This design comes from an exercise in tuning for small area, a short achievable clock period and few clock cycles per item on the open sky130 flow, not from production work. Where RTL was checked, it was by simulation tests only, not by an equivalence proof against the original. Power figures rest on the tool's default switching activity, not on a simulated workload.

==> inputs of 06-01 <==
==> flow/design.v <==
`timescale 1ns / 1ps
`default_nettype none
package cscp_pkg;
    localparam logic [11:0] CIRC_RESET = 12'd2170;
    localparam logic [15:0] CAD_SCALE  = 16'd60000;
endpackage
`default_nettype wire
`timescale 1ns / 1ps
`default_nettype none
import cscp_pkg::*;
module cscp_bk_add #(parameter int W = 32) (
    input  wire  [W-1:0] a,
    input  wire  [W-1:0] b,
    input  wire          ci,
    output logic [W-1:0] s,
    output logic         co
);
    localparam int L = (W <= 1) ? 1 : $clog2(W);
    logic [W-1:0] g [0:2*L];
    logic [W-1:0] p [0:2*L];
    logic [W-1:0] p0;
    assign p0 = a ^ b;
    always_comb begin
        g[0] = a & b;
        p[0] = p0;
        g[0][0] = (a[0] & b[0]) | (p0[0] & ci);
        p[0][0] = 1'b0;
        for (int l = 0; l < L; l++) begin
            g[l+1] = g[l];
            p[l+1] = p[l];
            for (int i = 0; i < W; i++) begin
                if ((i % (2 << l)) == ((2 << l) - 1)) begin
                    g[l+1][i] = g[l][i] | (p[l][i] & g[l][i - (1 << l)]);
                    p[l+1][i] = p[l][i] & p[l][i - (1 << l)];
                end
            end
        end
        for (int l = L; l < 2*L; l++) begin
            g[l+1] = g[l];
            p[l+1] = p[l];
            for (int i = 0; i < W; i++) begin
                if (i >= (3 << (2*L-1-l)) - 1 && ((i + 1 - (3 << (2*L-1-l)) + 3 * 0) % (2 << (2*L-1-l))) == 0) begin
                    g[l+1][i] = g[l][i] | (p[l][i] & g[l][i - (1 << (2*L-1-l))]);
                    p[l+1][i] = p[l][i] & p[l][i - (1 << (2*L-1-l))];
                end
            end
        end
    end
    assign s  = p0 ^ {g[2*L][W-2:0], ci};
    assign co = g[2*L][W-1];
endmodule
module cycling_speed_cadence_packet_top (
    input  wire                                  i_clk,
    input  wire                                  i_rst_n,
    input  wire                                  i_in_valid,
    output logic                                 o_in_stall,
    input  wire  [7:0]                           i_data_byte,
    input  wire                                  i_last_byte,
    input  wire  [31:0]                          i_now_ms,
    output logic                                 o_out_valid,
    input  wire                                  i_out_stall,
    output logic [7:0]                           o_speed_kmh,
    output logic [15:0]                          o_cadence_rpm,
    output logic                                 o_zero_interval,
    input  wire                                  psel,
    input  wire                                  penable,
    input  wire                                  pwrite,
    input  wire  [2:0]                           paddr,
    input  wire  [31:0]                          pwdata,
    output logic [31:0]                          prdata,
    output logic                                 pready
);
    logic [11:0] r_circ;
    logic [16:0] r_k;            
    logic [3:0]  r_cnt;
    logic [1:0]  r_flags;
    logic [31:0] r_wheel;
    logic [15:0] r_crank;
    logic [31:0] r_prev_wheel;
    logic [15:0] r_prev_crank;
    logic [31:0] r_prev_time;
    logic [31:0] r_dt;           
    logic [48:0] r_sp;           
    logic [49:0] r_cd;           
    logic        r_fast;         
    logic        r_mul;          
    logic        r_acc;          
    logic        r_acc_c;        
    logic [4:0]  r_bidx;         
    logic        r_bw, r_bc;     
    logic        r_dwb, r_dcb;   
    logic        r_chk;          
    logic [3:0]  r_sdiv;         
    logic [4:0]  r_cdiv;         
    logic        r_busy;         
    logic        r_pend;         
    logic        r_zero;         
    logic        r_out_valid;
    logic        in_acc, commit, out_free, start, start_fast, mul_end;
    logic [3:0]  cs;
    logic [3:0]  nib_w, nib_c;
    logic [20:0] x_w;
    logic [19:0] x_c;
    assign pready = 1'b1;
    assign prdata = {20'd0, r_circ & {12{~paddr[2]}}};
    assign o_in_stall = r_mul || r_acc || r_pend || ((r_cnt == 4'd10) && r_busy);
    assign in_acc     = i_in_valid && !o_in_stall;
    assign commit     = in_acc && i_last_byte && (r_cnt == 4'd10);
    assign out_free   = !(r_out_valid && i_out_stall);
    assign start      = (commit || r_pend) && out_free;
    assign start_fast = start && r_fast;
    assign mul_end    = r_mul && (r_bidx == 5'd31);
    always_ff @(posedge i_clk) begin
        if (!i_rst_n) begin
            r_circ <= CIRC_RESET;
            r_k    <= 17'(CIRC_RESET) * 17'd18;
        end else if (psel && penable && pwrite && !paddr[2]) begin
            r_circ <= pwdata[11:0];
            r_k    <= {1'b0, pwdata[11:0], 4'd0} + {4'd0, pwdata[11:0], 1'b0};
        end
    end
    assign cs = r_flags[0] ? 4'd7 : 4'd1;
    always_ff @(posedge i_clk) begin
        if (!i_rst_n) begin
            r_cnt <= 4'd0;
        end else if (in_acc) begin
            if (i_last_byte)              r_cnt <= 4'd0;
            else if (r_cnt != 4'd15)      r_cnt <= r_cnt + 4'd1;
        end
    end
    always_ff @(posedge i_clk) begin
        if (in_acc) begin
            if (r_cnt == 4'd0) begin
                r_flags <= i_data_byte[1:0];
                r_wheel <= '0;
                r_crank <= '0;
            end else begin
                if (r_flags[0] && r_cnt == 4'd1) r_wheel[7:0]   <= i_data_byte;
                if (r_flags[0] && r_cnt == 4'd2) r_wheel[15:8]  <= i_data_byte;
                if (r_flags[0] && r_cnt == 4'd3) r_wheel[23:16] <= i_data_byte;
                if (r_flags[0] && r_cnt == 4'd4) r_wheel[31:24] <= i_data_byte;
                if (r_flags[1] && r_cnt == cs)          r_crank[7:0]  <= i_data_byte;
                if (r_flags[1] && r_cnt == cs + 4'd1)   r_crank[15:8] <= i_data_byte;
            end
        end
    end
    function automatic logic below16_32(input logic [31:0] a, input logic [31:0] b);
        logic [27:0] x, y;
        logic        ok;
        x  = a[31:4];
        y  = ~b[31:4];
        ok = ((x[0] ^ y[0]) == (a[3:0] >= b[3:0]));
        for (int i = 1; i < 28; i++) ok = ok && ((x[i] ^ y[i]) == (x[i-1] | y[i-1]));
        below16_32 = ok;
    endfunction
    function automatic logic below16_16(input logic [15:0] a, input logic [15:0] b);
        logic [11:0] x, y;
        logic        ok;
        x  = a[15:4];
        y  = ~b[15:4];
        ok = ((x[0] ^ y[0]) == (a[3:0] >= b[3:0]));
        for (int i = 1; i < 12; i++) ok = ok && ((x[i] ^ y[i]) == (x[i-1] | y[i-1]));
        below16_16 = ok;
    endfunction
    always_ff @(posedge i_clk) begin
        r_fast <= below16_32(r_wheel, r_prev_wheel) && below16_16(r_crank, r_prev_crank);
    end
    assign nib_w = r_wheel[3:0] - r_prev_wheel[3:0];
    assign nib_c = r_crank[3:0] - r_prev_crank[3:0];
    assign x_w   = 21'(nib_w) * 21'(r_k);
    assign x_c   = 20'(nib_c) * 20'(CAD_SCALE);
    logic dwb, dcb, acc_end;
    assign dwb     = r_wheel[r_bidx] ^ r_prev_wheel[r_bidx] ^ r_bw;
    assign dcb     = r_crank[r_bidx[3:0]] ^ r_prev_crank[r_bidx[3:0]] ^ r_bc;
    assign acc_end = r_acc && !r_mul;
    always_ff @(posedge i_clk) begin
        if (!i_rst_n) begin
            r_mul   <= 1'b0;
            r_acc   <= 1'b0;
            r_acc_c <= 1'b0;
        end else begin
            if (start && !r_fast) r_mul <= 1'b1;
            else if (mul_end)     r_mul <= 1'b0;
            r_acc   <= r_mul;
            r_acc_c <= r_mul && !r_bidx[4];
        end
    end
    always_ff @(posedge i_clk) begin
        if (start) begin
            r_bidx <= 5'd0;
            r_bw   <= 1'b0;
            r_bc   <= 1'b0;
        end else if (r_mul) begin
            r_bidx <= r_bidx + 5'd1;
            r_dwb  <= dwb;
            r_dcb  <= dcb;
            r_bw   <= (!r_wheel[r_bidx] && (r_prev_wheel[r_bidx] || r_bw)) ||
                      (r_prev_wheel[r_bidx] && r_bw);
            r_bc   <= (!r_crank[r_bidx[3:0]] && (r_prev_crank[r_bidx[3:0]] || r_bc)) ||
                      (r_prev_crank[r_bidx[3:0]] && r_bc);
        end
    end
    logic cad_small;
    assign cad_small = (r_dt[31:10] != 22'd0) || (r_cd[27:18] < r_dt[9:0]);
    always_ff @(posedge i_clk) begin
        if (!i_rst_n) begin
            r_prev_wheel <= '0;
            r_prev_crank <= '0;
            r_prev_time  <= '0;
        end else begin
            if (start_fast || mul_end) r_prev_wheel <= r_wheel;
            if (r_chk || mul_end)      r_prev_crank <= r_crank;
            if (commit)                r_prev_time  <= i_now_ms;
        end
    end
    logic [35:0] sr;
    logic [36:0] sd;
    logic        sge, sco;
    logic [32:0] cr;
    logic [32:0] cdf;
    logic        cge;
    logic [36:0] sa, sb, sc, cs_s, cs_c;
    logic [17:0] sp_acc;
    logic [16:0] cd_acc;
    assign sr   = {r_sp[43:9], r_sp[8]};
    assign sa   = {1'b0, sr};
    assign sb   = ~{3'b0, r_dt, 2'b00};
    assign sc   = ~{5'b0, r_dt};
    assign cs_s = sa ^ sb ^ sc;
    assign cs_c = (sa & sb) | (sa & sc) | (sb & sc);
    cscp_bk_add #(37) u_sd (.a(cs_s), .b({cs_c[35:0], 1'b1}), .ci(1'b1), .s(sd), .co(sco));
    assign sge = !sd[36];
    assign cr  = {r_cd[49:18], r_cd[17]};
    cscp_bk_add #(33) u_cd (.a(cr), .b(~{1'b0, r_dt}), .ci(1'b1), .s(cdf), .co(cge));
    cscp_bk_add #(17) u_sa (.a(r_sp[48:32]), .b(r_k & {17{r_dwb}}), .ci(1'b0),
                            .s(sp_acc[16:0]), .co(sp_acc[17]));
    cscp_bk_add #(16) u_ca (.a(r_cd[31:16]), .b(CAD_SCALE & {16{r_dcb}}), .ci(1'b0),
                            .s(cd_acc[15:0]), .co(cd_acc[16]));
    logic s_run, c_run, div_done;
    assign s_run    = (r_sdiv != 4'd0);
    assign c_run    = (r_cdiv != 5'd0);
    assign div_done = !r_chk && (r_sdiv <= 4'd1) && (r_cdiv <= 5'd1) && (s_run || c_run);
    always_ff @(posedge i_clk) begin
        if (!i_rst_n) begin
            r_chk       <= 1'b0;
            r_sdiv      <= 4'd0;
            r_cdiv      <= 5'd0;
            r_busy      <= 1'b0;
            r_pend      <= 1'b0;
            r_out_valid <= 1'b0;
        end else begin
            r_chk <= start_fast;
            if (commit)              r_busy <= 1'b1;
            if (commit && !out_free) r_pend <= 1'b1;
            else if (out_free)       r_pend <= 1'b0;
            if (start_fast) begin
                r_sdiv <= 4'd9;
                r_cdiv <= 5'd10;
            end else if (acc_end) begin
                r_sdiv <= 4'd9;
                r_cdiv <= 5'd18;
            end else begin
                if (s_run) r_sdiv <= r_sdiv - 4'd1;
                if (r_chk && !cad_small) r_cdiv <= 5'd18;
                else if (c_run)          r_cdiv <= r_cdiv - 5'd1;
            end
            if (div_done) begin
                r_busy      <= 1'b0;
                r_out_valid <= 1'b1;
            end else if (r_out_valid && !i_out_stall) begin
                r_out_valid <= 1'b0;
            end
        end
    end
    always_ff @(posedge i_clk) begin
        if (div_done) r_zero <= (r_dt == 32'd0);
    end
    always_ff @(posedge i_clk) begin
        if (commit) r_dt <= i_now_ms - r_prev_time;
        if (start) begin
            r_sp <= r_fast ? 49'(x_w) : 49'd0;
        end else if (r_acc) begin
            r_sp <= {sp_acc, r_sp[31:1]};
        end else if (s_run) begin
            r_sp <= {r_sp[48:44], sge ? sd[34:0] : sr[34:0], r_sp[7:0], sge};
        end
        if (start) begin
            r_cd <= r_fast ? {22'd0, x_c, 8'd0} : 50'd0;
        end else if (r_acc_c) begin
            r_cd <= {18'd0, cd_acc, r_cd[15:1]};
        end else if (r_chk && !cad_small) begin
            r_cd <= {30'd0, x_c};
        end else if (c_run) begin
            r_cd <= {cge ? cdf[31:0] : cr[31:0], r_cd[16:0], cge};
        end
    end
    assign o_out_valid     = r_out_valid;
    assign o_speed_kmh     = ((r_sp[48:44] != 5'd0) || r_sp[8]) ? 8'hFF : r_sp[7:0];
    assign o_cadence_rpm   = (r_cd[17] || r_cd[16]) ? 16'hFFFF : r_cd[15:0];
    assign o_zero_interval = r_zero;
endmodule
`default_nettype wire
==> flow/flow/run.sh <==
#!/bin/bash
set -euo pipefail
bash standard.sh SETUP_SLACK_MARGIN=5.6 finish > standard_flow.log 2>&1
==> flow/standard.sh <==
#!/bin/bash
# synth_recipe.tcl (not shown) runs the flow's synth.tcl, then flattens the netlist and writes it again
# the make line also repeats each setting of config.mk as NAME=value (left out here)
make -C /OpenROAD-flow-scripts/flow DESIGN_CONFIG=/design/flow/config.mk WORK_HOME=/design/flow/orfs CLKGATE_MAP_FILE= SYNTH_SCRIPT=/design/flow/synth_recipe.tcl "${@:-finish}"
==> flow/config.mk <==
export PLATFORM = sky130hd
export DESIGN_NAME = cycling_speed_cadence_packet_top
export DESIGN_NICKNAME = cycling_speed_cadence_packet_top
export VERILOG_FILES = /design/flow/design.v
export SDC_FILE = /design/flow/constraint.sdc
export NUM_CORES = 4
export LEC_CHECK = 0
export CAP_MARGIN = 20
export CORE_MARGIN = 2
export CORE_UTILIZATION = 40
export SLEW_MARGIN = 20
==> flow/constraint.sdc <==
create_clock -name core_clock -period 10.0 [get_ports {i_clk}]
set_input_delay 2.0000 -clock core_clock [delete_from_list [all_inputs] [get_ports {i_clk}]]
set_output_delay 2.0000 -clock core_clock [all_outputs]
set_load 0.01 [all_outputs]
==> inputs of 06-05, as changes to 06-01 <==
--- a/flow/design.v
+++ b/flow/design.v
@@ -16,5 +16,6 @@
     output logic         co
 );
-    localparam int L = (W <= 1) ? 1 : $clog2(W);
+    localparam int L = (W <= 2) ? 1 : (W <= 4) ? 2 : (W <= 8) ? 3 : (W <= 16) ? 4 :
+                       (W <= 32) ? 5 : (W <= 64) ? 6 : 7;
     logic [W-1:0] g [0:2*L];
     logic [W-1:0] p [0:2*L];
@@ -84,4 +85,5 @@
     logic [49:0] r_cd;           
     logic        r_fast;         
+    logic [3:0]  r_nw, r_nc;     
     logic        r_mul;          
     logic        r_acc;          
@@ -99,5 +101,4 @@
     logic        in_acc, commit, out_free, start, start_fast, mul_end;
     logic [3:0]  cs;
-    logic [3:0]  nib_w, nib_c;
     logic [20:0] x_w;
     logic [19:0] x_c;
@@ -165,9 +166,18 @@
     always_ff @(posedge i_clk) begin
         r_fast <= below16_32(r_wheel, r_prev_wheel) && below16_16(r_crank, r_prev_crank);
+        r_nw   <= r_wheel[3:0] - r_prev_wheel[3:0];
+        r_nc   <= r_crank[3:0] - r_prev_crank[3:0];
     end
-    assign nib_w = r_wheel[3:0] - r_prev_wheel[3:0];
-    assign nib_c = r_crank[3:0] - r_prev_crank[3:0];
-    assign x_w   = 21'(nib_w) * 21'(r_k);
-    assign x_c   = 20'(nib_c) * 20'(CAD_SCALE);
+    logic [20:0] pp0, pp1, pp2, pp3, m1s, m1c, m2s, m2c;
+    assign pp0 = {4'd0, r_k & {17{r_nw[0]}}};
+    assign pp1 = {3'd0, r_k & {17{r_nw[1]}}, 1'b0};
+    assign pp2 = {2'd0, r_k & {17{r_nw[2]}}, 2'b0};
+    assign pp3 = {1'd0, r_k & {17{r_nw[3]}}, 3'b0};
+    assign m1s = pp0 ^ pp1 ^ pp2;
+    assign m1c = {(pp0[19:0] & pp1[19:0]) | (pp0[19:0] & pp2[19:0]) | (pp1[19:0] & pp2[19:0]), 1'b0};
+    assign m2s = m1s ^ m1c ^ pp3;
+    assign m2c = {(m1s[19:0] & m1c[19:0]) | (m1s[19:0] & pp3[19:0]) | (m1c[19:0] & pp3[19:0]), 1'b0};
+    cscp_bk_add #(21) u_xw (.a(m2s), .b(m2c), .ci(1'b0), .s(x_w), .co());
+    assign x_c = 20'(r_nc) * 20'(CAD_SCALE);
     logic dwb, dcb, acc_end;
     assign dwb     = r_wheel[r_bidx] ^ r_prev_wheel[r_bidx] ^ r_bw;
==> flow/flow/run.sh (replaced) <==
#!/bin/bash
set -euo pipefail
bash standard.sh SETUP_SLACK_MARGIN=5.7 "BUFFER_PORTS_ARGS=-buffer_cell sky130_fd_sc_hd__buf_2" finish > standard_flow.log 2>&1
==> inputs of 04-16, as changes to 06-01 <==
--- a/flow/design.v
+++ b/flow/design.v
@@ -16,5 +16,6 @@
     output logic         co
 );
-    localparam int L = (W <= 1) ? 1 : $clog2(W);
+    localparam int L = (W <= 2) ? 1 : (W <= 4) ? 2 : (W <= 8) ? 3 : (W <= 16) ? 4 :
+                       (W <= 32) ? 5 : (W <= 64) ? 6 : 7;
     logic [W-1:0] g [0:2*L];
     logic [W-1:0] p [0:2*L];
@@ -84,4 +85,5 @@
     logic [49:0] r_cd;           
     logic        r_fast;         
+    logic [3:0]  r_nw, r_nc;     
     logic        r_mul;          
     logic        r_acc;          
@@ -99,5 +101,4 @@
     logic        in_acc, commit, out_free, start, start_fast, mul_end;
     logic [3:0]  cs;
-    logic [3:0]  nib_w, nib_c;
     logic [20:0] x_w;
     logic [19:0] x_c;
@@ -165,9 +166,18 @@
     always_ff @(posedge i_clk) begin
         r_fast <= below16_32(r_wheel, r_prev_wheel) && below16_16(r_crank, r_prev_crank);
+        r_nw   <= r_wheel[3:0] - r_prev_wheel[3:0];
+        r_nc   <= r_crank[3:0] - r_prev_crank[3:0];
     end
-    assign nib_w = r_wheel[3:0] - r_prev_wheel[3:0];
-    assign nib_c = r_crank[3:0] - r_prev_crank[3:0];
-    assign x_w   = 21'(nib_w) * 21'(r_k);
-    assign x_c   = 20'(nib_c) * 20'(CAD_SCALE);
+    logic [20:0] pp0, pp1, pp2, pp3, m1s, m1c, m2s, m2c;
+    assign pp0 = {4'd0, r_k & {17{r_nw[0]}}};
+    assign pp1 = {3'd0, r_k & {17{r_nw[1]}}, 1'b0};
+    assign pp2 = {2'd0, r_k & {17{r_nw[2]}}, 2'b0};
+    assign pp3 = {1'd0, r_k & {17{r_nw[3]}}, 3'b0};
+    assign m1s = pp0 ^ pp1 ^ pp2;
+    assign m1c = {(pp0[19:0] & pp1[19:0]) | (pp0[19:0] & pp2[19:0]) | (pp1[19:0] & pp2[19:0]), 1'b0};
+    assign m2s = m1s ^ m1c ^ pp3;
+    assign m2c = {(m1s[19:0] & m1c[19:0]) | (m1s[19:0] & pp3[19:0]) | (m1c[19:0] & pp3[19:0]), 1'b0};
+    cscp_bk_add #(21) u_xw (.a(m2s), .b(m2c), .ci(1'b0), .s(x_w), .co());
+    assign x_c = 20'(r_nc) * 20'(CAD_SCALE);
     logic dwb, dcb, acc_end;
     assign dwb     = r_wheel[r_bidx] ^ r_prev_wheel[r_bidx] ^ r_bw;
==> flow/flow/run.sh (replaced) <==
#!/bin/bash
set -euo pipefail
bash standard.sh SETUP_SLACK_MARGIN=5.7 "BUFFER_PORTS_ARGS=-buffer_cell sky130_fd_sc_hd__buf_2" finish > standard_flow.log 2>&1
--- a/flow/config.mk
+++ b/flow/config.mk
@@ -9,3 +9,4 @@
 export CORE_MARGIN = 2
 export CORE_UTILIZATION = 40
+export CTS_BUF_LIST = sky130_fd_sc_hd__clkbuf_4 sky130_fd_sc_hd__clkbuf_8
 export SLEW_MARGIN = 20
==> notes.md <==
| metric | 06-05 | 04-16 | 06-01 |
|---|---|---|---|
| Total number of nets in the final design | 3037 | 3058 | 3055 |
| Worst setup path startpoint | paddr[2] | paddr[2] | r_wheel[0] |
| Power Density | 244 mW/mm² | 242 mW/mm² | 227 mW/mm² |
| Wire length on met3 | 2.65 mm | 2.84 mm | 2.31 mm |
| Seq area share | 30.3% | 30.3% | 29.0% |
| Drt wl/cell | 17.9 µm | 17.9 µm | 18.0 µm |
| Area taken by multi-input logic gates | 0.0151 mm² | 0.0151 mm² | 0.0154 mm² |
| Met1 Use GR | 24.5% | 24.6% | 24.4% |
| Endpoint class of the critical path | output pin | output pin | register |
| Power consumed by sequential cells | 0.00221 W | 0.00221 W | 0.00212 W |
| Final core utilization | 45.7% | 45.8% | 46.9% |
| Portion of netlist area occupied by mux cells | 4.79% | 4.79% | 6.52% |
| Share of the synthesized netlist area taken by xor and xnor gates | 5.41% | 5.41% | 5.66% |
| Outcome | finished with violations | timing/DRC/antenna clean | timing/DRC/antenna clean |
| Layout check failures | max-capacitance violations, max-slew violations | - | - |
Testbench counts of 06-05, summed over its fixed seeds: cycles 18,016, items 1,600.
Testbench counts of 04-16, summed over its fixed seeds: cycles 18,016, items 1,600.
For 06-01, only the layout was checked, not whether the RTL still works.

-- static timing again, ports no longer ideal --
In the flow no input, the clock included, has a driving cell. The finished layouts below were timed again as built, in two steps. Step 1 (the two cells are an assumption about what drives the block):
set clk [get_ports {i_clk}]
set_driving_cell -lib_cell sky130_fd_sc_hd__clkbuf_16 $clk
set_driving_cell -lib_cell sky130_fd_sc_hd__buf_2 [delete_from_list [all_inputs] $clk]
Step 2 adds t to the input delays and takes it off the output delays; t is the mean of the earliest and latest rising clock arrival at the registers after step 1. Input paths then give back, and output paths get back, about the clock's delay inside the block. Three values: ideal, step 1, step 2; two values: the first two.
run | t, ns | setup WS [ns] | worst register clock-pin slew, ns | worst slew at a driven data input, ns | cell pins on the clock port's net
06-01 | 0.613 | 5.085 / 5.085 / 5.085 | 0.06 / 0.06 | 0.11 | 1
06-05 | 0.629 | 5.629 / 5.525 / 5.244 | 0.06 / 0.06 | 0.16 | 1
04-16 | 0.735 | 5.630 / 5.525 / 5.189 | 0.07 / 0.07 | 0.16 | 1
For 04-16, which loses most, drivers alone change the setup slack by -0.105 ns; drivers and shift together by -0.441 ns.
